Context: an optimization exercise on an open-source flow, tuned for small area, a short achievable clock period and few clock cycles per item. The choices shown serve that exercise and are no tape-out recipe. Function was checked by simulation only, so behaviour that the tests miss may differ from the original. The clock port is modelled as an ideal driver, which makes a skipped or thinned clock tree look cheaper than it is; a real chip needs a root buffer or a tree. No activity file was given, so power comes from the tool's default toggle rates.

`design.v`:
```
`timescale 1ns/1ns
`default_nettype none
package reg_bank_pkg;
    localparam logic [1:0] RESP_OKAY = 2'b00;
    localparam int BYTE_BITS  = 8;      
    localparam int WORD_SHIFT = 2;      
endpackage
`default_nettype wire
`timescale 1ns/1ns
`default_nettype none
module reg_bank #(
    parameter int ADDR_WIDTH = 6,
    parameter int DATA_WIDTH = 32
) (
    input  wire                                            ACLK,
    input  wire                                            ARESET,
    input  logic [DATA_WIDTH/reg_bank_pkg::BYTE_BITS-1:0]  wr_lane,    
    input  logic [(1<<(ADDR_WIDTH-reg_bank_pkg::WORD_SHIFT))-1:0] wr_sel,   
    input  logic [DATA_WIDTH-1:0]                          wr_data,
    input  logic [(1<<(ADDR_WIDTH-reg_bank_pkg::WORD_SHIFT))-1:0] rd_sel,   
    output logic [DATA_WIDTH-1:0]                          rd_data
);
    localparam int NUM_REGS  = 1 << (ADDR_WIDTH - reg_bank_pkg::WORD_SHIFT);
    localparam int NUM_LANES = DATA_WIDTH / reg_bank_pkg::BYTE_BITS;
    localparam int BB        = reg_bank_pkg::BYTE_BITS;
    logic [DATA_WIDTH-1:0] regs [NUM_REGS];
    logic clr_q;
    always_ff @(posedge ACLK) begin
        clr_q <= ARESET;
    end
    always_ff @(posedge ACLK) begin
        for (int i = 0; i < NUM_REGS; i++) begin
            for (int b = 0; b < NUM_LANES; b++) begin
                if (clr_q || (wr_lane[b] && wr_sel[i])) begin
                    regs[i][b*BB +: BB] <= clr_q ? '0 : wr_data[b*BB +: BB];
                end
            end
        end
    end
    always_comb begin
        rd_data = '0;
        for (int i = 0; i < NUM_REGS; i++) begin
            rd_data = rd_data | (regs[i] & {DATA_WIDTH{rd_sel[i]}});
        end
    end
endmodule
`default_nettype wire
`timescale 1ns/1ns
`default_nettype none
module axil_write_ctrl #(
    parameter int ADDR_WIDTH = 6,
    parameter int DATA_WIDTH = 32
) (
    input  wire                                            ACLK,
    input  wire                                            ARESET,
    input  logic [ADDR_WIDTH-1:0]                          AWADDR,
    input  logic                                           AWVALID,
    output logic                                           AWREADY,
    input  logic [DATA_WIDTH-1:0]                          WDATA,
    input  logic [DATA_WIDTH/reg_bank_pkg::BYTE_BITS-1:0]  WSTRB,
    input  logic                                           WVALID,
    output logic                                           WREADY,
    output logic [1:0]                                     BRESP,
    output logic                                           BVALID,
    input  logic                                           BREADY,
    output logic [DATA_WIDTH/reg_bank_pkg::BYTE_BITS-1:0]  wr_lane,
    output logic [(1<<(ADDR_WIDTH-reg_bank_pkg::WORD_SHIFT))-1:0] wr_sel,   
    output logic [DATA_WIDTH-1:0]                          wr_data
);
    localparam int IW = ADDR_WIDTH - reg_bank_pkg::WORD_SHIFT;
    logic          awready_q, wready_q, bvalid_q, bfull_q;
    logic          qv0, qv1;             
    logic [IW-1:0] q0, q1;               
    logic [IW-1:0]      q0_n;
    logic [(1<<IW)-1:0] sel_q;           
    logic               bvalid_o;        
    logic aw_hs, w_hs, b_hs;
    logic qv0_n, qv1_n, bvalid_n, bfull_n;
    assign aw_hs = AWVALID & ~qv1;                  
    assign w_hs  = WVALID & qv0 & ~bfull_q;         
    assign b_hs  = bvalid_q & BREADY;
    always_comb begin
        qv0_n = (qv0 & ~w_hs) | qv1 | aw_hs;
        qv1_n = (qv1 & ~w_hs) | (aw_hs & qv0 & ~w_hs) | (aw_hs & qv1);
        case ({w_hs, b_hs})
            2'b10:   begin bvalid_n = 1'b1;     bfull_n = bvalid_q;          end
            2'b01:   begin bvalid_n = bfull_q;  bfull_n = 1'b0;              end
            default: begin bvalid_n = bvalid_q; bfull_n = bfull_q;           end
        endcase
    end
    always_ff @(posedge ACLK) begin
        if (ARESET) begin
            qv0       <= 1'b0;
            qv1       <= 1'b0;
            bvalid_q  <= 1'b0;
            bvalid_o  <= 1'b0;
            bfull_q   <= 1'b0;
            awready_q <= 1'b1;
            wready_q  <= 1'b0;
        end else begin
            qv0       <= qv0_n;
            qv1       <= qv1_n;
            bvalid_q  <= bvalid_n;
            bvalid_o  <= w_hs | (bvalid_o & ~(BREADY & ~bfull_q));
            bfull_q   <= bfull_n;
            awready_q <= ~qv1_n;
            wready_q  <= qv0_n & ~bfull_n;
        end
    end
    assign q0_n = (w_hs || !qv0) ? (qv1 ? q1 : AWADDR[ADDR_WIDTH-1:reg_bank_pkg::WORD_SHIFT]) : q0;
    always_ff @(posedge ACLK) begin
        q0 <= q0_n;
        for (int i = 0; i < (1<<IW); i++) begin
            sel_q[i] <= (q0_n == i);
        end
        if (w_hs || !qv1) begin
            q1 <= AWADDR[ADDR_WIDTH-1:reg_bank_pkg::WORD_SHIFT];
        end
    end
    assign wr_lane  = WSTRB & {(DATA_WIDTH/reg_bank_pkg::BYTE_BITS){w_hs}};
    assign wr_sel   = sel_q;
    assign wr_data  = WDATA;
    assign AWREADY = awready_q;
    assign WREADY  = wready_q;
    assign BVALID  = bvalid_o;
    assign BRESP   = reg_bank_pkg::RESP_OKAY;
endmodule
`default_nettype wire
`timescale 1ns/1ns
`default_nettype none
module axil_read_ctrl #(
    parameter int ADDR_WIDTH = 6,
    parameter int DATA_WIDTH = 32
) (
    input  wire                                            ACLK,
    input  wire                                            ARESET,
    input  logic [ADDR_WIDTH-1:0]                          ARADDR,
    input  logic                                           ARVALID,
    output logic                                           ARREADY,
    output logic [DATA_WIDTH-1:0]                          RDATA,
    output logic [1:0]                                     RRESP,
    output logic                                           RVALID,
    input  logic                                           RREADY,
    output logic [(1<<(ADDR_WIDTH-reg_bank_pkg::WORD_SHIFT))-1:0] rd_sel,
    input  logic [DATA_WIDTH-1:0]                          rd_data
);
    localparam int IW = ADDR_WIDTH - reg_bank_pkg::WORD_SHIFT;
    logic                  arready_q, rvalid_q;
    logic                  qv0, qv1;         
    logic [IW-1:0]         q0, q1;           
    logic [DATA_WIDTH-1:0] rdata_q;
    logic [IW-1:0]         q0_n;
    logic                  rvalid_o;         
    logic [(1<<IW)-1:0]    sel_q;            
    logic ar_hs, ld;
    logic qv0_n, qv1_n;
    assign ar_hs = ARVALID & ~qv1;                  
    assign ld    = qv0 & (~rvalid_q | RREADY);    
    always_comb begin
        qv0_n = (qv0 & ~ld) | qv1 | ar_hs;
        qv1_n = (qv1 & ~ld) | (ar_hs & qv0 & ~ld);
    end
    always_ff @(posedge ACLK) begin
        if (ARESET) begin
            qv0       <= 1'b0;
            qv1       <= 1'b0;
            rvalid_q  <= 1'b0;
            rvalid_o  <= 1'b0;
            arready_q <= 1'b1;
        end else begin
            qv0       <= qv0_n;
            qv1       <= qv1_n;
            rvalid_q  <= ld | (rvalid_q & ~RREADY);
            rvalid_o  <= ld | (rvalid_o & ~RREADY);
            arready_q <= ~qv1_n;
        end
    end
    assign q0_n = (ld || !qv0) ? (qv1 ? q1 : ARADDR[ADDR_WIDTH-1:reg_bank_pkg::WORD_SHIFT]) : q0;
    always_ff @(posedge ACLK) begin
        q0 <= q0_n;
        for (int i = 0; i < (1<<IW); i++) begin
            sel_q[i] <= (q0_n == i);
        end
        if (ld || !qv1) begin
            q1 <= ARADDR[ADDR_WIDTH-1:reg_bank_pkg::WORD_SHIFT];
        end
        rdata_q <= (rd_data & {DATA_WIDTH{ld}}) | (rdata_q & {DATA_WIDTH{rvalid_q & ~RREADY}});
    end
    assign rd_sel   = sel_q;
    assign RDATA    = rdata_q;
    assign RVALID   = rvalid_o;
    assign ARREADY  = arready_q;
    assign RRESP    = reg_bank_pkg::RESP_OKAY;
endmodule
`default_nettype wire
`timescale 1ns/1ns
`default_nettype none
module axil_reg_slave #(
    parameter int ADDR_WIDTH = 6,
    parameter int DATA_WIDTH = 32
) (
    input  wire                                            ACLK,
    input  wire                                            ARESET,
    input  logic [ADDR_WIDTH-1:0]                          AWADDR,
    input  logic                                           AWVALID,
    output logic                                           AWREADY,
    input  logic [DATA_WIDTH-1:0]                          WDATA,
    input  logic [DATA_WIDTH/reg_bank_pkg::BYTE_BITS-1:0]  WSTRB,
    input  logic                                           WVALID,
    output logic                                           WREADY,
    output logic [1:0]                                     BRESP,
    output logic                                           BVALID,
    input  logic                                           BREADY,
    input  logic [ADDR_WIDTH-1:0]                          ARADDR,
    input  logic                                           ARVALID,
    output logic                                           ARREADY,
    output logic [DATA_WIDTH-1:0]                          RDATA,
    output logic [1:0]                                     RRESP,
    output logic                                           RVALID,
    input  logic                                           RREADY
);
    logic [DATA_WIDTH/reg_bank_pkg::BYTE_BITS-1:0]  wr_lane;
    logic [(1<<(ADDR_WIDTH-reg_bank_pkg::WORD_SHIFT))-1:0] wr_sel;
    logic [DATA_WIDTH-1:0]            wr_data;
    logic [(1<<(ADDR_WIDTH-reg_bank_pkg::WORD_SHIFT))-1:0] rd_sel;
    logic [DATA_WIDTH-1:0]            rd_data;
    axil_write_ctrl #(
        .ADDR_WIDTH (ADDR_WIDTH),
        .DATA_WIDTH (DATA_WIDTH)
    ) u_write_ctrl (
        .ACLK     (ACLK),
        .ARESET   (ARESET),
        .AWADDR   (AWADDR),
        .AWVALID  (AWVALID),
        .AWREADY  (AWREADY),
        .WDATA    (WDATA),
        .WSTRB    (WSTRB),
        .WVALID   (WVALID),
        .WREADY   (WREADY),
        .BRESP    (BRESP),
        .BVALID   (BVALID),
        .BREADY   (BREADY),
        .wr_lane  (wr_lane),
        .wr_sel   (wr_sel),
        .wr_data  (wr_data)
    );
    axil_read_ctrl #(
        .ADDR_WIDTH (ADDR_WIDTH),
        .DATA_WIDTH (DATA_WIDTH)
    ) u_read_ctrl (
        .ACLK     (ACLK),
        .ARESET   (ARESET),
        .ARADDR   (ARADDR),
        .ARVALID  (ARVALID),
        .ARREADY  (ARREADY),
        .RDATA    (RDATA),
        .RRESP    (RRESP),
        .RVALID   (RVALID),
        .RREADY   (RREADY),
        .rd_sel   (rd_sel),
        .rd_data  (rd_data)
    );
    reg_bank #(
        .ADDR_WIDTH (ADDR_WIDTH),
        .DATA_WIDTH (DATA_WIDTH)
    ) u_reg_bank (
        .ACLK     (ACLK),
        .ARESET   (ARESET),
        .wr_lane  (wr_lane),
        .wr_sel   (wr_sel),
        .wr_data  (wr_data),
        .rd_sel   (rd_sel),
        .rd_data  (rd_data)
    );
endmodule
`default_nettype wire
```
`config.mk`:
```
export PLATFORM = sky130hd
export DESIGN_NAME = axil_reg_slave
export DESIGN_NICKNAME = axil_reg_slave
export VERILOG_FILES = /design/flow/design.v
export SDC_FILE = /design/flow/constraint.sdc
export NUM_CORES = 4
export LEC_CHECK = 0
export CAP_MARGIN = 20
export CORE_MARGIN = 2
export CORE_UTILIZATION = 40
export CTS_CLUSTER_DIAMETER = 150
export CTS_CLUSTER_SIZE = 30
export SETUP_SLACK_MARGIN = 2.1
export SLEW_MARGIN = 20
```
`standard.sh`:
```
#!/bin/bash
# synth_recipe.tcl (not shown) runs the flow's synth.tcl, then flattens the netlist and writes it again
# the make line also repeats each setting of config.mk as NAME=value (left out here)
make -C /OpenROAD-flow-scripts/flow DESIGN_CONFIG=/design/flow/config.mk WORK_HOME=/design/flow/orfs CLKGATE_MAP_FILE= SYNTH_SCRIPT=/design/flow/synth_recipe.tcl "${@:-finish}"
```
`flow/run.sh`:
```
#!/bin/bash
# Standard layout with the ports buffered by plain buffers instead of the
# delay cell buffer_ports picks by default.
set -euo pipefail
cp config.mk own_config.mk
cat flow/extra.mk >> own_config.mk
sed 's#DESIGN_CONFIG=\([^ ]*\)/config\.mk#DESIGN_CONFIG=\1/own_config.mk#' standard.sh > own_standard.sh
grep -q own_config.mk own_standard.sh
bash own_standard.sh > standard.log 2>&1
```
`flow/extra.mk`:
```
export BUFFER_PORTS_ARGS = -buffer_cell sky130_fd_sc_hd__buf_2
export CTS_ARGS = -sink_clustering_enable -repair_clock_nets -sink_clustering_size 30 -sink_clustering_max_diameter 150 -dont_use_dummy_load
```
`constraint.sdc`:
```
create_clock -name core_clock -period 4.0 [get_ports {ACLK}]
set_input_delay 0.8000 -clock core_clock [delete_from_list [all_inputs] [get_ports {ACLK}]]
set_output_delay 0.8000 -clock core_clock [all_outputs]
set_load 0.01 [all_outputs]
```
==> impl.org, run 1 <==
** Outcome
- The flow ran to the end and the layout has no timing, DRC or antenna violations.

** Detailed routing
- Length of the first detailed-routing pass in iterations :: 5
- Number of DRC markers after the initial detailed-route iteration :: 1,127
- Post-detailed-route wirelength per cell :: 27.06 um
- Detailed Route WL :: 54.17 mm
- Number of vias per cell :: slightly below 6
- Summing over every cut layer, the via total after detailed routing is 11,770.
- For this run, design rule violations remaining after detail routing come to 0.
- Antenna-violating nets left :: 0

** Yosys
- Average footprint of a synthesized cell :: 17.67 um^2
- Sorting the synthesized cells by area gives the leading types as sky130_fd_sc_hd__edfxtp_1 71%, sky130_fd_sc_hd__dfxtp_1 7.8%, sky130_fd_sc_hd__a22o_1 6.4%, sky130_fd_sc_hd__a221oi_1 5.2%, sky130_fd_sc_hd__a21o_1 2.2%.
- Area fraction of the dominant cell type after synthesis :: 71.44%
- The synthesized design spends more area on one cell type than any other, namely sky130_fd_sc_hd__edfxtp_1.
- Counting flops with an async set or reset pin after synthesis yields a share of 0%.
- After technology mapping, the gate count stands at around 1,200.
- During synthesis, Yosys emitted a total of 4 warnings.
- Number of enable flip-flop cells after synthesis :: 520
- Synth cell types :: 30
- Portion of the post-synthesis area used by sequential elements :: 79.22%
- Top_reg_cell synth :: sky130_fd_sc_hd__edfxtp_1
- The synthesized design contains 605 register bits.
- Netlist area before placement :: between 0.02 and 0.025 mm^2

** STA
- Setup repair after global routing missed its margin :: true
- The final-report max-slew violation count is 0.
- Final worst setup slack :: 2130 ps
- The smallest clock period supported by the final layout is computed as 1870 ps.
- Post-route setup TNS :: 0 ps
- Setup violations remaining at the end of the flow were counted as 0.
- Measured against its own limit, the worst slew margin works out to 34.29%.
- In the finished design, the share of the clock period the worst path needs comes to between 40% and 50%.
- Hold timing on the final database bottoms out at a slack of 405.8 ps.
- Final setup skew :: around 66 ps
- Maximum achievable frequency :: 0.5346 GHz
- Final Hold Vio Count :: 0
- Least-Margin Pin Slew :: 983.7 ps

** Cells and area
- Measured on the finished design, the core utilization comes to 45.07%.
- The library cell used most frequently in the layout, excluding fill and tap cells, is sky130_fd_sc_hd__edfxtp_1.
- Commonest non-fill, non-tap cells in the layout :: 520 x sky130_fd_sc_hd__edfxtp_1, 160 x sky130_fd_sc_hd__a22o_1, 109 x sky130_fd_sc_hd__a221oi_1
- Relative to the synthesized area, the layout overhead comes to 11.18%.
- After routing the design area is about 0.024 mm^2.
- The final layout contains 1,364 nets.
- Fraction of layout instances using a drive strength above 1 :: 20.15%

** Setup path
- Worst-case reg-to-reg path depth :: 5
- Worst setup EP type :: flop
- The critical path is of the flop to flop type.
- Peak fanout along the critical path :: 32
- STA puts the critical path data arrival time at 2340 ps.
- Critical Path Source Type :: flop
- At the worst endpoint, the required time is around 4500 ps.

** Pwr
- Summed over all cells, the static leakage comes to 0.008568 uW.
- In this run, flip-flops and latches consume 66.8% of the power.
- Dividing total power by cell area gives a power density of 459.8 mW/mm^2.
- Internal power contribution :: 8662 uW
- For this design the total switching power over the nets is 2511 uW.
- The share of total power dissipated in the clock network is approximately a quarter.
- Maximum vdd ir drop :: 0.2657 mV
- Switching share of power :: 22.47%
- Logic gate share of total power :: between 7 and 8%

** Floorplanning
- Area of the placeable core :: 0.05392 mm^2
- The die is 237.8 um tall.
- During I/O placement, the number of pins put on the boundary was 96.
- The die covers approximately 0.057 mm^2.
- Die span in x :: 237.8 um
- Cell Rows :: 85
- Once the floorplan was initialized, standard cells occupied 40.54% of the core.

** Global routing
- Vias in the first global route :: 11,540
- Pin count of the biggest net entering global routing :: 33
- Total grt overflow :: 0
- The number of antenna violations at the first check in global routing is 0.
- The first global-routing pass estimated 78.16 mm of wire.
- For this run, the total global-route usage over all layers was measured as 18.97%.

** Clocking
- Counting along the longest clock path gives a buffer depth of 3.
- H-Tree Level Count :: 1
- Clock latency on the worst-skew pair, taken at its later pin, is 580 ps.
- Clock slew at reported path FFs :: 110 ps
- Clk root buf :: sky130_fd_sc_hd__clkbuf_16
- Sink Count :: just over 600
- Hold buffers post-CTS :: 0
- Clock tree from TritonCTS :: yes
- Total clock buffers created by CTS :: 24

** Placed design
- After detailed placement, the total cell area comes to 0.02340 mm^2.
- The congestion estimate from routability-driven global placement came to 0.7692.
- Post-DP HPWL :: between 30 and 40 mm
- Setup WS pre-CTS :: 1268 ps
- During placement, the flow inserted port buffers numbering between 80 and 90.

** Hold path
- The path class of the tightest hold or removal check is input port to flop.
- Along the worst hold path, the cell count comes to 1.

** Flow run
- Max-cap violations in this run came to 0.
cells in the mapped netlist, drive strengths merged, types with 2 or more instances:
library cell and instances:
nand2b 3, o32a 8, buf 32, o21a 4
and3 4, mux2i 8, o21ai 3, ha 2
edfxtp 520, nor2 47, a21oi 13, dfxtp 85
a22o 160, inv 10, nor2b 35, clkbuf 52
a221oi 129, mux2 4, a32oi 8, a21o 65
nand2 8, nand4 32
area by class of cell:
class,count,area [um^2]
Inverter,10,37.54
Fill cell,4588,29620
Multi-Input combinational cell,541,4652
Clock buffer,24,600.6
Tap cell,696,870.8
Timing Repair Buffer,125,793.3
Antenna cell,1,2.502
Sequential cell,605,17350
state kept, by name, indices dropped and copies added (netlist names):
name,flops
u_read_ctrl.sel_q,16
u_reg_bank.regs,512
u_read_ctrl.rvalid_q,1
u_read_ctrl.rvalid_o,1
u_write_ctrl.q0,4
u_read_ctrl.qv0,1
u_read_ctrl.arready_q,1
u_read_ctrl.qv1,1
u_reg_bank.clr_q,1
u_read_ctrl.q0,4
u_write_ctrl.bvalid_q,1
u_write_ctrl.wready_q,1
u_write_ctrl.qv1,1
u_write_ctrl.awready_q,1
u_write_ctrl.qv0,1
u_write_ctrl.sel_q,16
u_read_ctrl.q1,4
u_read_ctrl.rdata_q,32
u_write_ctrl.q1,4
u_write_ctrl.bfull_q,1
u_write_ctrl.bvalid_o,1
metrics by stage:
step / total power [uW] / instances
2_1_floorplan: 8033 / 1240
3_3_place_gp: 8389 / 1970
3_5_place_dp: 8429 / 1971
4_1_cts: 11220 / 1999
5_1_grt: 11520 / 2001
6_report: 11170 / 2002
what timing repair did:
action                                  CTS  global route
pin swaps                                 0             1
buffers inserted                          4             2
gates resized for setup                  31            30
hold endpoints to repair                  0             0
endpoints found under the setup margin  696            52
final timing paths:
| check | startpoint | to | slack, ps |
|---|---|---|---|
| worst max-delay path | u_read_ctrl.sel_q[7]$_DFF_P_ | u_read_ctrl.rdata_q[20]$_DFF_P_ | 2130 |
| worst min-delay path | ARADDR[5] | u_read_ctrl.q1[3]$_DFFE_PP_ | 410 |
| worst max register to register | u_read_ctrl.sel_q[7]$_DFF_P_ | u_read_ctrl.rdata_q[20]$_DFF_P_ | 2130 |
| worst min register to register | u_read_ctrl.rdata_q[12]$_DFF_P_ | u_read_ctrl.rdata_q[12]$_DFF_P_ | 480 |
power groups by stage:
stage               clock network, uW  registers, uW  logic (uW)
detailed placement                  0           7610         822
CTS                              2900           7460         857
global route                     3100           7500         922
floorplan                           0           7540         497
global placement                    0           7590         802
finish                           2860           7460         852
cell families after synthesis:
family	count (synthesis)	synth area share [%]
muxes	12	0.5724
DFF	605	79.22
and+or+nand+nor	133	3.206
buffers and inverters	94	1.866
AOI/OAI and AO/OA	390	15.00
adders and majority gates	2	0.1145
other	1	0.01716
metal layers:
layer	vias up	track usage, %	routed length, um
li1	5234	-	-
met1	6158	26.60	23840
met2	317	31.12	26030
met3	61	2.764	2933
met4	0	4.974	1377
met5	-	0	0
worst max-delay path, stage by stage, from the launching register on:
cell,delay [ps]
sky130_fd_sc_hd__dfxtp_1,310
sky130_fd_sc_hd__buf_4,250
sky130_fd_sc_hd__a22o_1,260
sky130_fd_sc_hd__a221oi_1,440
sky130_fd_sc_hd__nand4_1,240
sky130_fd_sc_hd__a22o_1,240
Testbench counts, summed over its fixed seeds: cycles 3,216, items 6,400.
==> run 2, diff against run 1 <==
==> flow/run.sh (replaced) <==
#!/bin/bash
# Standard layout with three changes: the ports are buffered by plain buffers
# instead of the delay cell buffer_ports picks by default, CTS adds no dummy
# loads, and the clock tree's root buffer is dropped after CTS (pre_cts.tcl).
set -euo pipefail
cp config.mk own_config.mk
cat flow/extra.mk >> own_config.mk
echo "export PRE_CTS_TCL = $(pwd)/flow/pre_cts.tcl" >> own_config.mk
echo "export FLOW_CLOCK_PORT = ACLK" >> own_config.mk
sed 's#DESIGN_CONFIG=\([^ ]*\)/config\.mk#DESIGN_CONFIG=\1/own_config.mk#' standard.sh > own_standard.sh
grep -q own_config.mk own_standard.sh
bash own_standard.sh > standard.log 2>&1
==> flow/pre_cts.tcl (new file) <==
proc drop_clock_root {} {
  set block [ord::get_db_block]
  set clk [$block findNet $::env(FLOW_CLOCK_PORT)]
  set roots {}
  foreach it [$clk getITerms] { if {[$it isInputSignal]} { lappend roots [$it getInst] } }
  if {[llength $roots] != 1} { puts "drop_clock_root: [llength $roots] roots, left as is"; return }
  set root [lindex $roots 0]
  set rootnet ""
  foreach it [$root getITerms] { if {[$it isOutputSignal]} { set rootnet [$it getNet] } }
  set loads {}
  foreach it [$rootnet getITerms] { if {[$it isInputSignal]} { lappend loads $it } }
  if {[llength $loads] > 4 || [llength [$rootnet getBTerms]] > 0} { puts "drop_clock_root: [llength $loads] loads, left as is"; return }
  foreach it $loads {
    if {![string match "*clkbuf*" [[[$it getInst] getMaster] getName]]} { puts "drop_clock_root: root drives a non-buffer, left as is"; return }
  }
  foreach it $loads { $it disconnect; $it connect $clk }
  puts "drop_clock_root: removed [$root getName], [llength $loads] buffers now on the clock port"
  odb::dbInst_destroy $root
  odb::dbNet_destroy $rootnet
}

rename clock_tree_synthesis orig_clock_tree_synthesis
proc clock_tree_synthesis {args} {
  orig_clock_tree_synthesis {*}$args
  drop_clock_root
}
--- a/config.mk
+++ b/config.mk
@@ -7,8 +7,8 @@
 export LEC_CHECK = 0
 export CAP_MARGIN = 20
 export CORE_MARGIN = 2
-export CORE_UTILIZATION = 40
+export CORE_UTILIZATION = 55
 export CTS_CLUSTER_DIAMETER = 150
 export CTS_CLUSTER_SIZE = 30
-export SETUP_SLACK_MARGIN = 2.1
+export SETUP_SLACK_MARGIN = 2.35
 export SLEW_MARGIN = 20
==> run 2 against run 1 <==
Synthesized cell count did not move; critical path depth fell by 4; core utilization is 20 points higher; clock power decreased by 3%.
==> impl.org, run 2 <==
** Yosys
- Portion of the post-synthesis area used by sequential elements :: 79.22%
- By area the synthesized netlist is led by sky130_fd_sc_hd__edfxtp_1 71%, sky130_fd_sc_hd__dfxtp_1 7.8%, sky130_fd_sc_hd__a22o_1 6.4%, sky130_fd_sc_hd__a221oi_1 5.2%, sky130_fd_sc_hd__a21o_1 2.2%.
- Netlist area before placement :: 0.02186 mm^2
- The most common cell in the synthesized netlist is sky130_fd_sc_hd__edfxtp_1.
- Yosys printed 4 warnings.
- Register bit total from synthesis :: 605
- Average footprint of a synthesized cell :: 17.67 um^2
- The share of synthesized area in the top cell type comes to about 71%.
- The number of different library cells used by synthesis comes to 30.
- After synthesis, the most frequently instantiated cells are 520 x sky130_fd_sc_hd__edfxtp_1, 160 x sky130_fd_sc_hd__a22o_1, 129 x sky130_fd_sc_hd__a221oi_1.
- The largest total area in the synthesized netlist belongs to sky130_fd_sc_hd__edfxtp_1.
- Number of enable flip-flop cells after synthesis :: 520
- Syn Inst Count :: 1,237
- Top_reg_cell synth :: sky130_fd_sc_hd__edfxtp_1
- Share of async-settable or async-resettable flops after synthesis :: 0%

** Cells and area
- Area of the multi-input gates :: 0.005263 mm^2
- Most common library cell in the layout ignoring fill and taps :: sky130_fd_sc_hd__edfxtp_1
- The area growth from synthesis to layout is 16.86%.
- Flip-flop count of the largest register, all copies and words added :: 512
- u_reg_bank.regs holds more flip-flops than any other register.
- For this run, the post-layout net count is 1,418.
- The finished layout holds about 1,900 standard cells, fillers aside.
- Cells with a size suffix above 1 make up 30.91% of the layout.
- With fillers left out, the area of the finished cells amounts to between 0.02 and 0.03 mm^2.
- Across the whole layout, storage elements account for about 0.017 mm^2.
- The top cell types in the final layout, fill and taps aside, are 520 x sky130_fd_sc_hd__edfxtp_1, 160 x sky130_fd_sc_hd__a22o_1, 67 x sky130_fd_sc_hd__a221oi_2.
- Number of fill cells in the layout :: 2,831
- 0 antenna diodes ended up in the layout.
- Largest registers in the final layout :: u_reg_bank.regs (512), u_read_ctrl.rdata_q (32)

** STA
- Least-Margin Pin Slew :: 844.3 ps
- Final Hold Vio Count :: 0
- For this run, the top clock speed supported by timing is 0.5757 GHz.
- Across all hold checks on the routed design, the worst slack comes to 488.3 ps.
- For the final routed database, the setup TNS stands at 0 ps.
- In this run the tightest slew margin relative to its limit is 43.59%.
- Final setup skew :: 64.27 ps
- The worst path needs 1737 ps of the cycle, external delays included.
- Of the available clock period, the critical path in the final layout requires a little over two fifths.
- Setup repair after global routing missed its margin :: true
- The final-report max-slew violation count came to 0.
- Endpoints failing setup :: 0

** Floorplanning
- Starting Density :: 55.40%
- IO Count :: 96
- From bottom edge to top edge, the die measures a little over 200 um.
- Area of the placeable core :: approximately 0.04 mm^2
- The initialized floorplan defines 73 standard-cell rows.
- From left edge to right edge, the die measures 203.4 um.
- Full die area :: 0.04135 mm^2

** Detailed routing
- Number of vias per cell :: between 6 and 7
- For this block, the routed nets add up to 56.78 mm of wire.
- Antenna-violating nets left :: 0
- Post-detailed-route wirelength per cell :: between 30 and 40 um
- Via count of the routed design :: 12,300
- In the routed design, unresolved DRC markers number 0.
- The first TritonRoute pass finished after 5 iterations.
- For this block, the initial DRC count from the detailed router was 1,037.

** Placed design
- Area after DPL :: 0.02324 mm^2
- Summed over all nets, the half-perimeter wirelength after detailed placement is 32.03 mm.
- Port buffering added 87 buffers.
- The congestion estimate from routability-driven global placement came to 0.7525.
- Number of placed instances with taps included :: 1,807

** Setup path
- The worst setup path is launched from a flop.
- Crit path max-delay cell type :: sky130_fd_sc_hd__dfxtp_4
- In this design, the stage delay of the slowest critical-path cell is 380 ps.
- The signal on the critical path passes through buf_6.
- Data arrival time of the worst path :: ~940 ps
- Worst-case reg-to-reg path depth :: 5
- In this run the number of cells on the critical path is 1.
- Critical path type :: flop to output pin
- For the worst setup path, the data required time is ~3200 ps.
- The kind of cell with the highest combined delay along the critical path is flip-flops.
- Of all nets on the critical path, the largest fanout is 2.
- Buffers plus inverters on the worst setup path :: 1
- Worst setup EP type :: output pin

** Global routing
- Entering global routing, the biggest net connects 35 pins.
- GRT Resource Usage Total :: 26.19%
- The number of global-route vias before repair is between 10,000 and 15,000.
- The number of antenna violations at the first check in global routing is 1.
- First-pass GRT wire length :: 77.80 mm
- Total grt overflow :: 0

** Clocking
- Hold buffers post-CTS :: 0
- Clock-pin slew was measured on the worst setup and hold paths at about 110 ps.
- Sink Count :: 605
- The clock reaches the later pin of the worst-skew pair after 450 ps.

** Outcome
- Result of the run :: no timing/DRC/antenna violations

** Flow run
- The tool flagged a number of max-cap violations equal to 0.

** Pwr
- Across the VDD grid, the largest voltage drop is 0.3241 mV.
- In this run the static leakage power is 0.009102 uW.
- For this design the ratio of total power to cell area is 441.3 mW/mm^2.

** Hold path
- The tightest min-delay check is of the flop to flop type.
- Worst Hold Depth :: 1
==> run 2: power breakdown <==
| group | internal, uW | switching [uW] | total (uW) | leakage (uW) |
|---|---|---|---|---|
| clock network | 1040 | 1730 | 2770 | 0.000283 |
| logic | 407 | 603 | 1010 | 0.00282 |
| registers | 7290 | 206 | 7490 | 0.00600 |
==> run 2: cell families after synthesis <==
family,share of synthesized area [%]
AND/OR/NAND/NOR,3.206
buffers and inverters,1.866
other,0.01716
multiplexers,0.5724
adder cells (fa/ha/maj),0.1145
AO/OA/AOI/OAI,15.00
flip-flops,79.22
==> run 2: path summary, 6_finish.rpt <==
path | from | endpoint | slack, ps
worst max-delay path | u_read_ctrl.rdata_q[21]$_DFF_P_ | RDATA[21] | 2260
worst min-delay path | u_read_ctrl.rdata_q[13]$_DFF_P_ | u_read_ctrl.rdata_q[13]$_DFF_P_ | 490
worst max register to register | u_write_ctrl.bfull_q$_SDFF_PP0_ | u_reg_bank.regs[2][15]$_DFFE_PP_ | 2330
worst min register to register | u_read_ctrl.rdata_q[13]$_DFF_P_ | u_read_ctrl.rdata_q[13]$_DFF_P_ | 490
==> run 2: final cells by class <==
type                            instances  area share [%]
Sequential cell                       605           68.12
Multi-Input combinational cell        545           20.60
Timing Repair Buffer                  176           6.309
Tap cell                              525           2.572
Clock buffer                           23           2.253
Inverter                               10          0.1469
==> run 2: routing by layer <==
metal,track usage (%),vias up,routed length [um]
li1,-,5360,-
met1,37.95,6404,24290
met2,41.28,449,27040
met3,4.011,82,3771
met4,8.420,0,1676
met5,0,-,0
==> run 2: timing repair <==
| action | 4_1_cts | 5_1_grt |
|---|---|---|
| endpoints found under the setup margin | 895 | 384 |
| gates cloned | 1 | 4 |
| setup buffers | 22 | 27 |
| hold endpoints to repair | 0 | 0 |
| resized for setup | 186 | 66 |
| pin swaps | 3 | 8 |
==> run 2: stage by stage <==
step	util [%]	power [uW]	setup slack, ps
6_report	64.74	11270	2263
4_1_cts	62.82	11220	2246
3_3_place_gp	58.88	8383	1320
3_5_place_dp	58.90	8416	1316
5_1_grt	64.74	11600	2230
2_1_floorplan	-	8040	2142
==> run 3, diff against run 2 <==
--- a/config.mk
+++ b/config.mk
@@ -10,5 +10,5 @@
 export CORE_UTILIZATION = 55
 export CTS_CLUSTER_DIAMETER = 150
 export CTS_CLUSTER_SIZE = 30
-export SETUP_SLACK_MARGIN = 2.35
+export SETUP_SLACK_MARGIN = 2.1
 export SLEW_MARGIN = 20
==> run 3 against run 2 <==
Die area did not move; count of clock-buffer cells in the layout is the same; still clean on timing, DRC and antenna; via count down 4.1%; largest cell class unchanged; clock skew is essentially flat; final cell count decreased by 3.1%; maximum frequency shrank 6.4%; clock power is essentially flat; highest routed layer unchanged; combinational power down 19%; worst hold slack worse by 0.74 ps; sequential share of layout area up 4.3 points.
==> impl.org, run 3 <==
** Flow run
- Maximum capacitance violations :: 0

** Placed design
- Area after DPL :: 0.02318 mm^2
- Summed over all nets, the half-perimeter wirelength after detailed placement is ~31 mm.
- Routability-driven placement finished with a final weighted congestion of 0.7677.
- Port buffering added 87 buffers.

** Floorplanning
- The floorplan step defined a die boundary enclosing 0.04135 mm^2.
- Cell Rows :: 73
- IO Count :: 96
- After floorplanning, the core was sized to cover 0.03946 mm^2.
- In this run the vertical extent of the chip is 203.4 um.
- The die is 203.4 um wide.
- Starting Density :: 55.40%

** Detailed routing
- Post-Route M1 WL :: around 24 mm
- The detailed router used layers up to and including met4.
- The first detailed-routing pass ran for 5 iterations.
- Detailed Route WL :: 52.66 mm
- Sum of met2 wire segment lengths after detailed routing :: 25.00 mm
- Met3 layer wire length in the routed design :: 2.995 mm
- The final route contains ~12,000 vias.
- After detailed routing, the number of vias per cell comes to 6.455.
- Once detail routing completed, the nets flagged for antenna violations numbered 0.
- Post-detailed-route wirelength per cell :: roughly 29 um
- After the first detailed-routing iteration, the DRC count stood at 1,050.
- DRC violations left :: 0

** Hold path
- For hold timing, the worst endpoint is u_read_ctrl.rdata_q[0]$_DFF_P_.
- Hold crit path type :: flop to flop
- Along the worst hold path, the cell count comes to 1.
- In this run the most critical hold path is launched from u_read_ctrl.rdata_q[0]$_DFF_P_.

** Cells and area
- Leaving out fill and tap cells, the most frequent cell in the layout is sky130_fd_sc_hd__edfxtp_1.
- Counting flops per register, the top entry is u_reg_bank.regs.
- For this run, the share of the core covered by cells in the final layout is about three fifths.
- Flip-flop count of the largest register, all copies and words added :: 512
- Fraction of layout instances using a drive strength above 1 :: 18.06%
- The net count of the finished layout is between 1,000 and 1,500.
- With fillers left out, the area of the finished cells amounts to 0.02393 mm^2.
- The number of antenna diodes in the final layout is 0.
- Commonest non-fill, non-tap cells in the layout :: 520 x sky130_fd_sc_hd__edfxtp_1, 160 x sky130_fd_sc_hd__a22o_1, 119 x sky130_fd_sc_hd__a221oi_1
- Number of fill cells in the layout :: 2,987
- Area growth, synth to finish :: 9.491%
- Largest registers in the final layout :: u_reg_bank.regs (512), u_read_ctrl.rdata_q (32)

** STA
- Count of final max-slew check failures :: 0
- Setup repair after global routing missed its margin :: false
- Post-route setup TNS :: 0 ps
- Final setup skew :: 64.71 ps
- Dividing the final minimum period by the clock period gives 46.39%.
- The routed design could run at a clock period as short as 1856 ps.
- Setup violations remaining at the end of the flow were counted as 0.
- Worst rel slew slack :: 25.34%
- At the pin with the least slew margin, the transition time is 1117 ps.
- Final Hold Vio Count :: 0
- Maximum achievable frequency :: 0.5389 GHz

** Setup path
- In this run the critical register-to-register path is launched from u_read_ctrl.sel_q[4]$_DFF_P_.
- The number of cells on the worst reg-to-reg path is 5.
- Along the worst path, the maximum fanout reaches 32.
- For this design, the slowest cell found on the critical path is sky130_fd_sc_hd__a221oi_1.
- In this run the critical register-to-register path is captured at u_read_ctrl.rdata_q[4]$_DFF_P_.
- Data arrives at the worst endpoint at around 2200 ps.
- Critical path type :: flop to flop
- Top cell family by delay on the critical path :: compound AO/OA/AOI/OAI gates
- By instance count, the cell type seen most on the critical path is sky130_fd_sc_hd__a22o_1.
- For the worst setup path, the data required time is 4340 ps.
- STA classifies the critical path endpoint as a flop.
- The signal on the critical path passes through buf_4 -> a22o_1 -> a221oi_1 -> nand4_1 -> a22o_1.
- Stage delay of the slowest cell on the critical path :: 450 ps
- STA classifies the critical path startpoint as a flop.
- Buffers plus inverters on the worst setup path :: 1
- Setup slack on the worst flop-to-flop path :: 2140 ps

** Clocking
- The clock drives 605 sinks.
- At the later pin of the worst-skew pair, clock insertion delay measures 440 ps.
- Clock slew at reported path FFs :: ~110 ps
- Hold buffers post-CTS :: 0

** Pwr
- Internal power comes to 8603 uW.
- The clock network is responsible for between 20% and 30% of the overall power.
- Switching share of power :: 22.28%
- Maximum vdd ir drop :: 0.3312 mV
- Proportion of power drawn by flip-flops and latches :: 67.4%
- For this design the ratio of total power to cell area is 462.5 mW/mm^2.
- Power after layout :: about 11,000 uW
- Logic gate share of total power :: 7.4%
- Summed over all nets, the switching power comes to 2466 uW.
- For this design the static power due to leakage is 0.008489 uW.

** Yosys
- Yosys top cell by area :: sky130_fd_sc_hd__edfxtp_1
- The top cell type by area accounts for 71.44% of the synthesized area.
- Dividing the synthesized area by the synthesized cell count gives 17.67 um^2.
- Sequential cells were found to cover roughly 80% of the synthesized design area.
- Library cell with the highest instance count after synthesis :: sky130_fd_sc_hd__edfxtp_1
- Synth cell types :: 30
- Sorting the synthesized cells by how often they occur yields 520 x sky130_fd_sc_hd__edfxtp_1, 160 x sky130_fd_sc_hd__a22o_1, 129 x sky130_fd_sc_hd__a221oi_1.
- For this run, the leading register cell type out of synthesis is sky130_fd_sc_hd__edfxtp_1.
- Top cells by area in the synthesized netlist :: sky130_fd_sc_hd__edfxtp_1 71%, sky130_fd_sc_hd__dfxtp_1 7.8%, sky130_fd_sc_hd__a22o_1 6.4%, sky130_fd_sc_hd__a221oi_1 5.2%, sky130_fd_sc_hd__a21o_1 2.2%
- After synthesis the netlist holds a flip-flop and latch count of 605.
- Share of async-settable or async-resettable flops after synthesis :: 0%
- After technology mapping, the gate count stands at 1,237.
- During synthesis, Yosys emitted a total of 4 warnings.
- Yosys mapped a number of flops with a built-in enable equal to 520.
- In this run the cell area of the synthesized design comes to between 0.02 and 0.025 mm^2.

** Outcome
- Result of the run :: no timing/DRC/antenna violations

** Global routing
- Vias in the first global route :: 11,120
- The first global-routing pass estimated ~75 mm of wire.
- The number of antenna violations at the first check in global routing came to 0.
- Total grt overflow :: 0
- Entering global routing, the biggest net connects 35 pins.
- GRT Resource Usage Total :: 25.38%
-- run 3: cell counts after synthesis --
No cell type changed its count.
-- run 3: power groups by stage --
| stage | Clock [uW] | Sequential [uW] | Combinational (uW) |
|---|---|---|---|
| finish | 2790 | 7460 | 817 |
| global route | 3000 | 7500 | 879 |
| CTS | 2810 | 7460 | 820 |
| detailed placement | 0 | 7620 | 793 |
| global placement | 0 | 7600 | 780 |
| floorplan | 0 | 7540 | 497 |
-- run 3: cell families after synthesis --
group                    Yosys count  synth area share, %
AND/OR/NAND/NOR                  133                3.206
flip-flops                       605                79.22
adder cells (fa/ha/maj)            2               0.1145
multiplexers                      12               0.5724
other                              1              0.01716
AO/OA/AOI/OAI                    390                15.00
buffers and inverters             94                1.866
-- run 3: through the flow --
step	std cells	hold WS, ps	setup slack [ps]
floorplan	1240	459.3	2103
global placement	1801	455.3	1267
detailed placement	1801	458.6	1260
CTS	1826	489.5	2101
global route	1826	507.5	2112
finish	1826	487.6	2144
-- run 3: area by class of cell --
class	instances	area, um^2	share of cell area, %
clock buffer	23	575.6	2.405
inverter	10	37.54	0.1568
sequential	605	17340	72.43
timing repair buffer	122	730.7	3.053
multi-input combinational	541	4597	19.21
tap	525	656.9	2.745
-- run 3: per-layer routing --
metal / global-route usage (%) / up-vias
li1: - / 5223
met1: 38.65 / 6121
met2: 40.41 / 384
met3: 2.445 / 59
met4: 5.396 / 0
met5: 0 / -
-- run 3: how the worst max path moves through the flow --
stage	from	end	slack, ps	cells after the start
global placement	WVALID	u_reg_bank.regs[12][26]$_DFFE_PP_	1270	4
CTS	u_read_ctrl.sel_q[8]$_DFF_P_	u_read_ctrl.rdata_q[14]$_DFF_P_	2100	4
finish	u_read_ctrl.sel_q[4]$_DFF_P_	u_read_ctrl.rdata_q[4]$_DFF_P_	2140	5
global route	u_read_ctrl.sel_q[10]$_DFF_P_	u_read_ctrl.rdata_q[29]$_DFF_P_	2110	5
detailed placement	WVALID	u_reg_bank.regs[12][26]$_DFFE_PP_	1260	4
floorplan	WVALID	u_reg_bank.regs[0][0]$_DFFE_PP_	2100	5
-- run 3: repair_timing --
action | CTS | global route
setup buffers | 2 | 0
gates resized for setup | 22 | 14
endpoints found under the setup margin | 749 | 92
==> run 4, diff against run 3 <==
--- a/config.mk
+++ b/config.mk
@@ -7,8 +7,8 @@
 export LEC_CHECK = 0
 export CAP_MARGIN = 20
 export CORE_MARGIN = 2
-export CORE_UTILIZATION = 55
+export CORE_UTILIZATION = 65
 export CTS_CLUSTER_DIAMETER = 150
 export CTS_CLUSTER_SIZE = 30
-export SETUP_SLACK_MARGIN = 2.1
+export SETUP_SLACK_MARGIN = 2.2
 export SLEW_MARGIN = 20
==> run 4 against run 3 <==
Register-to-register slack better by 60 ps; still clean on timing, DRC and antenna; worst setup slack improved by 60 ps; count of clock-buffer cells in the layout did not move; worst hold slack got worse by 3.5 ps; cell area is 0.30% higher; highest routed layer unchanged; clock skew rose by 13 ps; synthesized cell count is the same; sequential power hardly changed; core utilization is 11 points higher; sequential share of layout area shrank 0.21 points; final cell count decreased by 4.1%; critical path type unchanged.
==> impl.org, run 4 <==
** Outcome
- Result of the run :: no timing/DRC/antenna violations

** Yosys
- Portion of the post-synthesis area used by sequential elements :: 79.22%
- Netlist area before placement :: 0.02186 mm^2
- After technology mapping, the gate count stands at between 1,000 and 1,500.
- The average instance in the mapped netlist occupies 17.67 um^2.
- Library cell with the highest instance count after synthesis :: sky130_fd_sc_hd__edfxtp_1
- Yosys mapped a number of flops with a built-in enable equal to 520.
- Yosys mapped the design onto 30 distinct sky130hd cell types.
- Yosys printed 4 warnings.
- In the post-synthesis netlist, the biggest area contributors are sky130_fd_sc_hd__edfxtp_1 71%, sky130_fd_sc_hd__dfxtp_1 7.8%, sky130_fd_sc_hd__a22o_1 6.4%, sky130_fd_sc_hd__a221oi_1 5.2%, sky130_fd_sc_hd__a21o_1 2.2%.
- Area fraction of the dominant cell type after synthesis :: a little under three quarters
- Top_reg_cell synth :: sky130_fd_sc_hd__edfxtp_1
- Register bit total from synthesis :: 605
- Yosys top cell by area :: sky130_fd_sc_hd__edfxtp_1
- Share of async-settable or async-resettable flops after synthesis :: 0%
- Most numerous cell types in the synthesized netlist :: 520 x sky130_fd_sc_hd__edfxtp_1, 160 x sky130_fd_sc_hd__a22o_1, 129 x sky130_fd_sc_hd__a221oi_1

** Detailed routing
- For this run, design rule violations remaining after detail routing come to 0.
- Sum of met2 wire segment lengths after detailed routing :: approximately 25 mm
- After detailed routing, the met3 layer carries 4.072 mm of wire.
- The detailed router put a total of 20.79 mm of wire on met1.
- Once detail routing completed, the nets flagged for antenna violations numbered 0.
- Via count of the routed design :: 11,870
- After detailed routing, no signal wire sits above met4.
- After detailed routing, the average wire length per cell comes to roughly 29 um.
- Detailed Route WL :: 50.63 mm
- The pre-antenna-repair detailed-routing pass consisted of 6 iterations.
- Number of DRC markers after the initial detailed-route iteration :: about 1,200
- Using the TritonRoute via totals, the vias-per-cell ratio works out to 6.779.

** Cells and area
- Area growth, synth to finish :: 9.822%
- Most common library cell in the layout ignoring fill and taps :: sky130_fd_sc_hd__edfxtp_1
- The largest registers in the layout are u_reg_bank.regs (512), u_read_ctrl.rdata_q (32).
- Of the cells placed in the final design, the portion with a size suffix greater than 1 is 20.80%.
- Count of antenna diodes in the layout :: 0
- In the final layout, the multi-input gates occupy 0.004717 mm^2.
- The register with the most flip-flops in the layout has 512 of them.
- After the last flow step, the layout net total stands at 1,362.
- Once layout is complete, the utilization of the core stands at a little over 70%.
- Top reg by flops :: u_reg_bank.regs
- Number of fill cells in the layout :: ~2,100
- Commonest non-fill, non-tap cells in the layout :: 520 x sky130_fd_sc_hd__edfxtp_1, 160 x sky130_fd_sc_hd__a22o_1, 104 x sky130_fd_sc_hd__a221oi_1
- Sequential cell area :: 0.01734 mm^2

** Placed design
- Port-buffer cells :: 87
- Post-DP HPWL :: 31.11 mm
- At the end of routability-driven placement, the weighted congestion stood at 0.7959.

** Global routing
- Vias in the first global route :: 11,420
- Total grt overflow :: 0
- GRT Resource Usage Total :: 28.77%
- First-pass GRT wire length :: approximately 74 mm
- Entering global routing, the biggest net connects 35 pins.
- Initial antenna violation count :: 0

** Floorplanning
- Cell Rows :: 67
- For this configuration, the core starts out at a cell density of 65.51%.
- In this run the standard cell core region covers 0.03336 mm^2.
- Full die area :: 0.03511 mm^2
- 96 I/O pins were placed.
- The die is 187.4 um tall.
- The die is 187.4 um wide.

** Hold path
- The path class of the tightest hold or removal check is flop to flop.

** Clocking
- Clock network latency to the later pin of the worst-skew pair :: 440 ps
- Clock tree synthesis found a total of approximately 600 sinks.
- After clock tree synthesis, the clock-pin slew on the worst setup and hold paths is 110 ps.

** Setup path
- Data arrival time of the worst path :: 2120 ps
- Critical Path Source Type :: flop
- STA puts the critical path data required time at around 4300 ps.
- Critical path type :: flop to flop
- STA classifies the critical path endpoint as a flop.
- Peak fanout along the critical path :: 32

** STA
- Endpoints failing setup :: 0
- Final period utilization :: 44.89%
- Count of final max-slew check failures :: 0
- For the pin with the worst max-slew slack, the measured transition is 1106 ps.
- Adding up every negative setup slack in the final design gives 0 ps.
- Min Tclk post-route :: approximately 1800 ps
- Worst rel slew slack :: about a quarter
- Final Hold Vio Count :: 0
- Setup repair after global routing missed its margin :: true
- Between clock sinks in the finished design, the worst skew comes to 77.46 ps.
- Static timing analysis puts the maximum clock frequency at 0.5569 GHz.

** Pwr
- Cell leakage power :: 0.008535 uW
- Summing internal, switching and leakage power gives 11,020 uW.
- Pwr per Cell Area :: roughly 460 mW/mm^2
- Maximum vdd ir drop :: 0.3294 mV

** Flow run
- The tool flagged a number of max-cap violations equal to 0.
[run 4: metal layers]
metal | vias to the layer above | GRT usage (%)
met4 | 0 | 5.027
met2 | 514 | 47.17
met5 | - | 0
met3 | 52 | 3.640
met1 | 6082 | 42.96
li1 | 5222 | -
[run 4: worst max-delay path, cell delays in order (launching register included)]
cell	delay [ps]
sky130_fd_sc_hd__dfxtp_1	320
sky130_fd_sc_hd__buf_4	260
sky130_fd_sc_hd__a22o_1	270
sky130_fd_sc_hd__a221oi_1	440
sky130_fd_sc_hd__nand4_1	170
sky130_fd_sc_hd__a22o_1	240
[run 4: kinds of logic (layout without fill, tap and decap cells)]
group | after synthesis | in the layout | synth area share, %
multiplexers | 12 | 12 | 0.5724
adder cells (fa/ha/maj) | 2 | 2 | 0.1145
other | 1 | 4 | 0.01716
AO/OA/AOI/OAI | 390 | 390 | 15.00
flip-flops | 605 | 605 | 79.22
AND/OR/NAND/NOR | 133 | 133 | 3.206
buffers and inverters | 94 | 157 | 1.866
[run 4: layout make-up]
cell class	count	area share, %
repair buffers	124	3.242
flip-flops and latches	605	72.22
clock buffers	23	2.398
inverters	10	0.1564
well taps	448	2.335
multi-input cells	541	19.65
[run 4: timing repair]
action	in CTS	in global routing
setup endpoints to repair	811	190
hold endpoints to repair	0	0
gates resized for setup	49	26
pin swaps	0	1
setup buffers	2	2
hold buffers	0	0
[run 4: report_power, final]
| group | internal (uW) | leakage, uW | switching (uW) |
|---|---|---|---|
| registers | 7280 | 0.00598 | 196 |
| logic | 294 | 0.00227 | 525 |
| clock network | 1040 | 0.000283 | 1690 |
| total | 8610 | 0.00854 | 2410 |
[run 4: path summary, 6_finish.rpt]
path / endpoint / cells after the start / startpoint / slack, ps
setup / recovery: u_read_ctrl.rdata_q[29]$_DFF_P_ / 5 / u_read_ctrl.sel_q[3]$_DFF_P_ / 2200
setup reg to reg: u_read_ctrl.rdata_q[29]$_DFF_P_ / 5 / u_read_ctrl.sel_q[3]$_DFF_P_ / 2200
hold / removal: u_read_ctrl.rdata_q[2]$_DFF_P_ / 1 / u_read_ctrl.rdata_q[2]$_DFF_P_ / 480
hold reg to reg: u_read_ctrl.rdata_q[2]$_DFF_P_ / 1 / u_read_ctrl.rdata_q[2]$_DFF_P_ / 480
[run 4: metrics by stage]
step / setup slack [ps] / hold WS [ps] / cell area (um^2) / cells
final: 2204 / 484.1 / 24010 / 1751
after global routing: 2166 / 498.4 / 24010 / 1751
after CTS: 1977 / 488.5 / 23860 / 1749
after detailed placement: 1270 / 461.3 / 23070 / 1724
after global placement: 1316 / 455.1 / 23070 / 1724
after floorplan: 2142 / 459.3 / 22250 / 1240
==> run 5, diff against run 4 <==
--- a/config.mk
+++ b/config.mk
@@ -7,7 +7,7 @@
 export LEC_CHECK = 0
 export CAP_MARGIN = 20
 export CORE_MARGIN = 2
-export CORE_UTILIZATION = 65
+export CORE_UTILIZATION = 55
 export CTS_CLUSTER_DIAMETER = 150
 export CTS_CLUSTER_SIZE = 30
 export SETUP_SLACK_MARGIN = 2.2
==> run 5 against run 4 <==
Still clean; via count is 0.69% lower; total power is 0.40% higher; cell area is 0.96% higher; sequential power hardly changed; count of clock-buffer cells in the layout stayed put; core utilization is 11 points lower; routed wire length is 4.9% higher; clock skew is 9.4 ps lower; critical path type unchanged; critical endpoint is now u_read_ctrl.rdata_q[2]$_DFF_P_; highest routed layer unchanged.
==> impl.org, run 5 <==
** STA
- Static timing analysis puts the maximum clock frequency at 0.5547 GHz.
- The final critical path takes up 45.07% of the cycle.
- The clock period could shrink to 1803 ps.
- The final-report max-slew violation count was 0.
- Post-route setup TNS :: 0 ps
- Hold is met by 481.6 ps.
- Setup violations remaining at the end of the flow were counted as 0.
- The final hold violation count was 0.
- Least-Margin Pin Slew :: 884.4 ps
- In the post-route analysis, the smallest setup slack over all paths is around 2200 ps.
- Final setup skew :: slightly below 70 ps
- Worst rel slew slack :: 41.04%
- Setup repair after global routing left no endpoint under its margin.

** Setup path
- FF-to-FF End :: u_read_ctrl.rdata_q[2]$_DFF_P_
- Traced cell by cell, the critical path runs through buf_4 -> a22o_1 -> a221oi_2 -> nand4_1 -> a22o_1.
- In this run the critical register-to-register path is launched from u_read_ctrl.sel_q[4]$_DFF_P_.
- Stages on the worst setup path :: 5
- For the worst setup path, the data arrival time is 2140 ps.
- The worst setup path is captured at a flop.
- On the worst path, the slowest cell contributes a delay of 350 ps.
- By startpoint and endpoint, the worst setup path is classified as flop to flop.
- Data on the critical path is required at its endpoint by 4340 ps.
- Worst-case reg-to-reg path depth :: 5
- The slowest stage of the critical path belongs to the cell sky130_fd_sc_hd__a221oi_2.
- The worst setup path is launched from a flop.
- Top cell family by delay on the critical path :: compound AO/OA/AOI/OAI gates
- Among the stages of the critical path, the cell type that occurs most often is sky130_fd_sc_hd__a22o_1.
- Counting both buffers and inverters, the worst setup path holds a total of 1.
- Setup slack on the worst flop-to-flop path :: 2200 ps
- Along the worst path, the maximum fanout reaches 32.

** Global routing
- Across every metal layer, demand over resource in global routing totals 25.48%.
- Initial antenna violation count :: 0
- Entering global routing, the biggest net connects 35 pins.
- Total grt overflow :: 0
- First-pass GRT wire length :: ~76 mm
- Vias in the first global route :: 11,360

** Placed design
- Routability-driven placement finished with a final weighted congestion of 0.7751.
- Summed over all nets, the half-perimeter wirelength after detailed placement is 31.59 mm.
- At the placement stage, the worst setup path has a slack of 1293 ps.
- Port-buffer cells :: 87

** Clocking
- Clock-pin slew was measured on the worst setup and hold paths at between 100 and 150 ps.
- Sink Count :: 605
- Clock network latency to the later pin of the worst-skew pair :: 440 ps
- Hold buffers post-CTS :: 0

** Cells and area
- The final layout contains 1,381 nets.
- In the final layout, the registers with the most flip-flops are u_reg_bank.regs (512), u_read_ctrl.rdata_q (32).
- In the final layout, the share of cells above drive strength 1 is 21.94%.
- Count of antenna diodes in the layout :: 0
- Top reg by flops :: u_reg_bank.regs
- Flip-flop count of the largest register, all copies and words added :: approximately 510
- The top cell types in the final layout, fill and taps aside, are 520 x sky130_fd_sc_hd__edfxtp_1, 160 x sky130_fd_sc_hd__a22o_1, 101 x sky130_fd_sc_hd__a221oi_1.
- Compared with the post-synthesis result, the final layout area differs by 10.88%.
- Leaving out fill and tap cells, the most frequent cell in the layout is sky130_fd_sc_hd__edfxtp_1.

** Yosys
- Yosys attributes the largest share of cell area to sky130_fd_sc_hd__edfxtp_1 71%, sky130_fd_sc_hd__dfxtp_1 7.8%, sky130_fd_sc_hd__a22o_1 6.4%, sky130_fd_sc_hd__a221oi_1 5.2%, sky130_fd_sc_hd__a21o_1 2.2%.
- Number of enable flip-flop cells after synthesis :: 520
- Summing every instance area after synthesis gives between 0.02 and 0.025 mm^2.
- The top cell type by area accounts for around 71% of the synthesized area.
- After synthesis, flip-flops and latches occupy 79.22% of the total area.
- Average footprint of a synthesized cell :: 17.67 um^2
- Yosys top cell by area :: sky130_fd_sc_hd__edfxtp_1
- Library cell with the highest instance count after synthesis :: sky130_fd_sc_hd__edfxtp_1
- The Yosys step of the flow raised 4 warnings.
- Most numerous cell types in the synthesized netlist :: 520 x sky130_fd_sc_hd__edfxtp_1, 160 x sky130_fd_sc_hd__a22o_1, 129 x sky130_fd_sc_hd__a221oi_1
- Yosys mapped the design onto 30 distinct sky130hd cell types.
- Register bit total from synthesis :: 605
- Top_reg_cell synth :: sky130_fd_sc_hd__edfxtp_1
- Counting every instance in the synthesized netlist gives 1,237.
- Share of async-settable or async-resettable flops after synthesis :: 0%

** Detailed routing
- Length of the first detailed-routing pass in iterations :: 5
- The routed layout has 11,790 vias.
- After detailed routing, the average wire length per cell comes to 28.76 um.
- Detailed Route WL :: 53.12 mm
- DRC violations left :: 0
- In the routed layout, each cell is associated on average with a via count of 6.382.
- Number of DRC markers after the initial detailed-route iteration :: just under 1,000
- Antenna-violating nets left :: 0

** Hold path
- Min-Delay Startpoint :: u_read_ctrl.rdata_q[2]$_DFF_P_
- Hold crit path type :: flop to flop
- Worst Hold Depth :: 1
- The path with the worst hold slack has its endpoint at u_read_ctrl.rdata_q[2]$_DFF_P_.

** Floorplanning
- Cell Rows :: 73
- For this configuration, the core starts out at a cell density of between 50% and 60%.
- The die is 203.4 um tall.
- Die span in x :: 203.4 um
- Area of the placeable core :: 0.03946 mm^2
- IO Count :: 96
- The die covers roughly 0.041 mm^2.

** Flow run
- Across the run, the number of max-cap violations was 0.

** Pwr
- Cell leakage power :: 0.008628 uW
- VDD sags by at most 0.3549 mV.
- Pwr per Cell Area :: about 460 mW/mm^2

** Outcome
- The run finished with no timing, DRC or antenna violations.
-- run 5: cell counts after synthesis --
Identical to the previous run, type by type.
-- run 5: per-stage QoR --
| stage | total power [uW] | std cells | utilization [%] | instance area, um^2 |
|---|---|---|---|---|
| 2_1_floorplan | 8037 | 1240 | - | 22250 |
| 3_5_place_dp | 8413 | 1806 | 58.86 | 23220 |
| 5_1_grt | 11400 | 1847 | 61.42 | 24240 |
| 6_report | 11070 | 1847 | 61.42 | 24240 |
| 3_3_place_gp | 8378 | 1806 | 58.82 | 23210 |
| 4_1_cts | 11090 | 1831 | 60.81 | 23990 |
-- run 5: worst max path at each step --
stage                                       startpoint                          endpoint
after floorplan                                 WVALID   u_reg_bank.regs[0][0]$_DFFE_PP_
after global placement                          WVALID  u_reg_bank.regs[12][2]$_DFFE_PP_
after detailed placement                        WVALID  u_reg_bank.regs[12][2]$_DFFE_PP_
after CTS                                       WVALID  u_reg_bank.regs[11][7]$_DFFE_PP_
after global routing                            WVALID  u_reg_bank.regs[1][11]$_DFFE_PP_
final                     u_read_ctrl.sel_q[4]$_DFF_P_    u_read_ctrl.rdata_q[2]$_DFF_P_
-- run 5: cells by family (layout without fill, tap and decap cells) --
kind of cell               after synthesis  after routing  synth area share [%]
AOI/OAI and AO/OA                      390            390                 15.00
adders and majority gates                2              2                0.1145
buffers and inverters                   94            176                 1.866
DFF                                    605            605                 79.22
muxes                                   12             12                0.5724
other                                    1              4               0.01716
and+or+nand+nor                        133            133                 3.206
-- run 5: layout make-up --
type,instances,area [um^2]
inverter,10,37.54
clock buffer,23,575.6
sequential,605,17340
tap,525,656.9
fill,2949,15220
multi-input combinational,541,4728
timing repair buffer,143,900.9
-- run 5: metal layers --
metal  part of all wire (%)  vias to the layer above  GRT usage (%)
met1                     44                     6088          37.91
met4                    2.8                        0          6.595
met3                    5.4                       69          2.780
met5                      0                        -              0
li1                       -                     5265              -
met2                     47                      366          40.71
-- run 5: repair_timing --
action                                  in CTS  in global routing
endpoints found under the setup margin     806                362
pin swaps                                    0                  4
buffers inserted                             2                 15
gates resized for setup                     43                 29
-- run 5: power by group --
| part | leakage [uW] | internal, uW | total [uW] | switching, uW |
|---|---|---|---|---|
| combinational | 0.00236 | 303 | 843 | 540 |
| sequential | 0.00598 | 7280 | 7470 | 190 |
| clock | 0.000283 | 1040 | 2760 | 1720 |
| total | 0.00863 | 8620 | 11100 | 2450 |
==> run 6, diff against run 5 <==
--- a/design.v
+++ b/design.v
@@ -73,11 +73,10 @@
     logic [IW-1:0] q0, q1;               
     logic [IW-1:0]      q0_n;
     logic [(1<<IW)-1:0] sel_q;           
-    logic               bvalid_o;        
     logic aw_hs, w_hs, b_hs;
     logic qv0_n, qv1_n, bvalid_n, bfull_n;
-    assign aw_hs = AWVALID & ~qv1;                  
-    assign w_hs  = WVALID & qv0 & ~bfull_q;         
+    assign aw_hs = AWVALID & awready_q;
+    assign w_hs  = WVALID & wready_q;   
     assign b_hs  = bvalid_q & BREADY;
     always_comb begin
         qv0_n = (qv0 & ~w_hs) | qv1 | aw_hs;
@@ -93,7 +92,6 @@
             qv0       <= 1'b0;
             qv1       <= 1'b0;
             bvalid_q  <= 1'b0;
-            bvalid_o  <= 1'b0;
             bfull_q   <= 1'b0;
             awready_q <= 1'b1;
             wready_q  <= 1'b0;
@@ -101,7 +99,6 @@
             qv0       <= qv0_n;
             qv1       <= qv1_n;
             bvalid_q  <= bvalid_n;
-            bvalid_o  <= w_hs | (bvalid_o & ~(BREADY & ~bfull_q));
             bfull_q   <= bfull_n;
             awready_q <= ~qv1_n;
             wready_q  <= qv0_n & ~bfull_n;
@@ -122,7 +119,7 @@
     assign wr_data  = WDATA;
     assign AWREADY = awready_q;
     assign WREADY  = wready_q;
-    assign BVALID  = bvalid_o;
+    assign BVALID  = bvalid_q;
     assign BRESP   = reg_bank_pkg::RESP_OKAY;
 endmodule
 `default_nettype wire
@@ -150,11 +147,10 @@
     logic [IW-1:0]         q0, q1;           
     logic [DATA_WIDTH-1:0] rdata_q;
     logic [IW-1:0]         q0_n;
-    logic                  rvalid_o;         
     logic [(1<<IW)-1:0]    sel_q;            
     logic ar_hs, ld;
     logic qv0_n, qv1_n;
-    assign ar_hs = ARVALID & ~qv1;                  
+    assign ar_hs = ARVALID & arready_q;
     assign ld    = qv0 & (~rvalid_q | RREADY);    
     always_comb begin
         qv0_n = (qv0 & ~ld) | qv1 | ar_hs;
@@ -165,13 +161,11 @@
             qv0       <= 1'b0;
             qv1       <= 1'b0;
             rvalid_q  <= 1'b0;
-            rvalid_o  <= 1'b0;
             arready_q <= 1'b1;
         end else begin
             qv0       <= qv0_n;
             qv1       <= qv1_n;
             rvalid_q  <= ld | (rvalid_q & ~RREADY);
-            rvalid_o  <= ld | (rvalid_o & ~RREADY);
             arready_q <= ~qv1_n;
         end
     end
@@ -188,7 +182,7 @@
     end
     assign rd_sel   = sel_q;
     assign RDATA    = rdata_q;
-    assign RVALID   = rvalid_o;
+    assign RVALID   = rvalid_q;
     assign ARREADY  = arready_q;
     assign RRESP    = reg_bank_pkg::RESP_OKAY;
 endmodule
--- a/config.mk
+++ b/config.mk
@@ -7,7 +7,7 @@
 export LEC_CHECK = 0
 export CAP_MARGIN = 20
 export CORE_MARGIN = 2
-export CORE_UTILIZATION = 55
+export CORE_UTILIZATION = 40
 export CTS_CLUSTER_DIAMETER = 150
 export CTS_CLUSTER_SIZE = 30
 export SETUP_SLACK_MARGIN = 2.2
==> run 6 against run 5 <==
Still clean; sequential share of layout area decreased by 0.82 points; sequential power about the same; combinational power increased by 8.8%; final cell count increased by 8.0%; cell area increased by 0.98%; synthesized cell count decreased by 0.65%.
==> impl.org, run 6 <==
** STA
- Final period utilization :: 44.95%
- Adding up every negative setup slack in the final design gives 0 ps.
- Final setup skew :: ~69 ps
- Least-Margin Pin Slew :: 804.2 ps
- Setup violations remaining at the end of the flow were counted as 0.

** Global routing
- Global routing used 18.86% of the available tracks.
- Initial antenna violation count :: 0
- Total grt overflow :: 0

** Detailed routing
- Highest metal layer with signal wires :: met4
- Sum of met2 wire segment lengths after detailed routing :: 26.06 mm
- Met3 layer wire length in the routed design :: 3.209 mm
- DRC violations left :: 0
- Detailed Route WL :: ~54 mm
- The first detailed-routing pass ran for 5 iterations.
- After the first detailed-routing iteration, the DRC count stood at 1,018.
- Post-Route M1 WL :: 24.07 mm

** Yosys
- Counting flops with an async set or reset pin after synthesis yields a share of 0%.
- Number of enable flip-flop cells after synthesis :: 520
- A synthesized cell averages approximately 18 um^2.
- In the post-synthesis netlist, the cell with the most instances is sky130_fd_sc_hd__edfxtp_1.
- The synthesized design spends more area on one cell type than any other, namely sky130_fd_sc_hd__edfxtp_1.
- The share of the Yosys chip area taken by registers is between 70% and 80%.
- Register bit total from synthesis :: 603

** Clocking
- At the later pin of the worst-skew pair, clock insertion delay measures 440 ps.
- Sink Count :: 603

** Flow run
- The tool flagged a number of max-cap violations equal to 0.

** Setup path
- The worst register-to-register path begins at u_read_ctrl.sel_q[2]$_DFF_P_.
- Peak fanout along the critical path :: 17
- Required time of the critical path :: 4340 ps

** Pwr
- Power after layout :: 11,150 uW
- Switching share of power :: 22.71%
- Pwr per Cell Area :: 455.8 mW/mm^2
- Proportion of power drawn by flip-flops and latches :: 66.9%
- The internal power of the cells totals 8622 uW.

** Floorplanning
- The floorplan step defined a die boundary enclosing between 0.05 and 0.06 mm^2.
- Starting Density :: between 40% and 50%
- 96 I/O pins were placed.
- The region available for standard cell placement spans ~0.054 mm^2.
- Measured along the y axis, the die boundary spans 238.2 um.
- The initialized floorplan defines 85 standard-cell rows.

** Cells and area
- Total Nets Final :: 1,358
- Fraction of layout instances using a drive strength above 1 :: about 22%
- Count of antenna diodes in the layout :: 0
- Fill cells in the final layout number 4,678.
- Sequential cell area :: approximately 0.017 mm^2

** Placed design
- Port-buffer cells :: 87

** Hold path
- The tightest min-delay check is of the flop to flop type.
- Worst Hold Depth :: 1

** Outcome
- The flow ran to the end and the layout has no timing, DRC or antenna violations.
[run 6: changes by cell type after synthesis, moves of 2 or more]
| cell | change |
|---|---|
| sky130_fd_sc_hd__buf_6 | +21 |
| sky130_fd_sc_hd__buf_2 | -10 |
| sky130_fd_sc_hd__a221oi_2 | +2 |
| sky130_fd_sc_hd__inv_1 | -2 |
| sky130_fd_sc_hd__nand2b_1 | -2 |
| sky130_fd_sc_hd__clkbuf_2 | -4 |
| sky130_fd_sc_hd__buf_1 | +2 |
| sky130_fd_sc_hd__clkbuf_1 | -10 |
| sky130_fd_sc_hd__a21oi_1 | -2 |
| sky130_fd_sc_hd__o21ai_0 | -2 |
| sky130_fd_sc_hd__a221oi_1 | -3 |
| sky130_fd_sc_hd__dfxtp_1 | -2 |
[run 6: logic make-up after synthesis]
group                      after synthesis  synth area share, %
and+or+nand+nor                        131                3.124
adders and majority gates                2               0.1140
muxes                                   12               0.5702
DFF                                    603                78.73
AOI/OAI and AO/OA                      387                14.95
other                                    1              0.01709
buffers and inverters                   93                2.497
[run 6: metal layers]
metal	track usage (%)	vias up
li1	-	5224
met1	26.88	6079
met2	31.06	347
met3	2.453	55
met4	4.205	0
met5	0	-
[run 6: critical path, stage by stage, from the launching register on]
cell and delay, ps:
sky130_fd_sc_hd__dfxtp_2 520, sky130_fd_sc_hd__buf_4 310, sky130_fd_sc_hd__a221oi_1 470, sky130_fd_sc_hd__nand4_1 170, sky130_fd_sc_hd__a22o_1 220
[run 6: path summary, 6_finish.rpt]
path | slack, ps | to
worst max-delay path | 2200 | u_read_ctrl.rdata_q[16]$_DFF_P_
worst min-delay path | 480 | u_read_ctrl.rdata_q[3]$_DFF_P_
worst max register to register | 2200 | u_read_ctrl.rdata_q[16]$_DFF_P_
worst min register to register | 480 | u_read_ctrl.rdata_q[3]$_DFF_P_
[run 6: stage by stage]
step | setup slack (ps) | utilization (%) | hold slack (ps) | area, um^2 | instances
6_report | 2202 | 45.30 | 477.1 | 24470 | 1995
5_1_grt | 2170 | 45.30 | 506.9 | 24470 | 1995
4_1_cts | 2116 | 44.72 | 489.7 | 24160 | 1988
3_5_place_dp | 1326 | 43.18 | 460.3 | 23330 | 1962
3_3_place_gp | 1418 | 43.15 | 459.1 | 23310 | 1962
2_1_floorplan | 2256 | - | 468.2 | 22290 | 1232
[run 6: layout make-up]
cell class | instances | share of cell area, %
inverter | 9 | 0.1380
clock buffer | 23 | 2.352
timing repair buffer | 128 | 3.339
multi-input combinational | 536 | 19.90
tap | 696 | 3.558
sequential | 603 | 70.71
[run 6: repair_timing]
action | CTS | global route
setup endpoints to repair | 838 | 138
pin swaps | 0 | 2
hold endpoints to repair | 0 | 0
hold buffers | 0 | 0
buffers inserted | 3 | 7
gates resized for setup | 57 | 39
[run 6: power by group through the flow]
stage	Sequential [uW]	Clock [uW]	Combinational, uW
finish	7460	2770	917
global route	7500	2990	991
CTS	7460	2810	893
detailed placement	7600	0	854
global placement	7580	0	833
floorplan	7520	0	537
Testbench counts of run 6, summed over its fixed seeds: cycles 3,216, items 6,400.

Check on run 6: ideal ports give 2.202 ns setup slack; a clkbuf_16 on the clock port and buf_2 on the inputs give 2.182 ns; moving port delays by the midpoint clock arrival (0.480 ns) as well gives 1.851 ns.
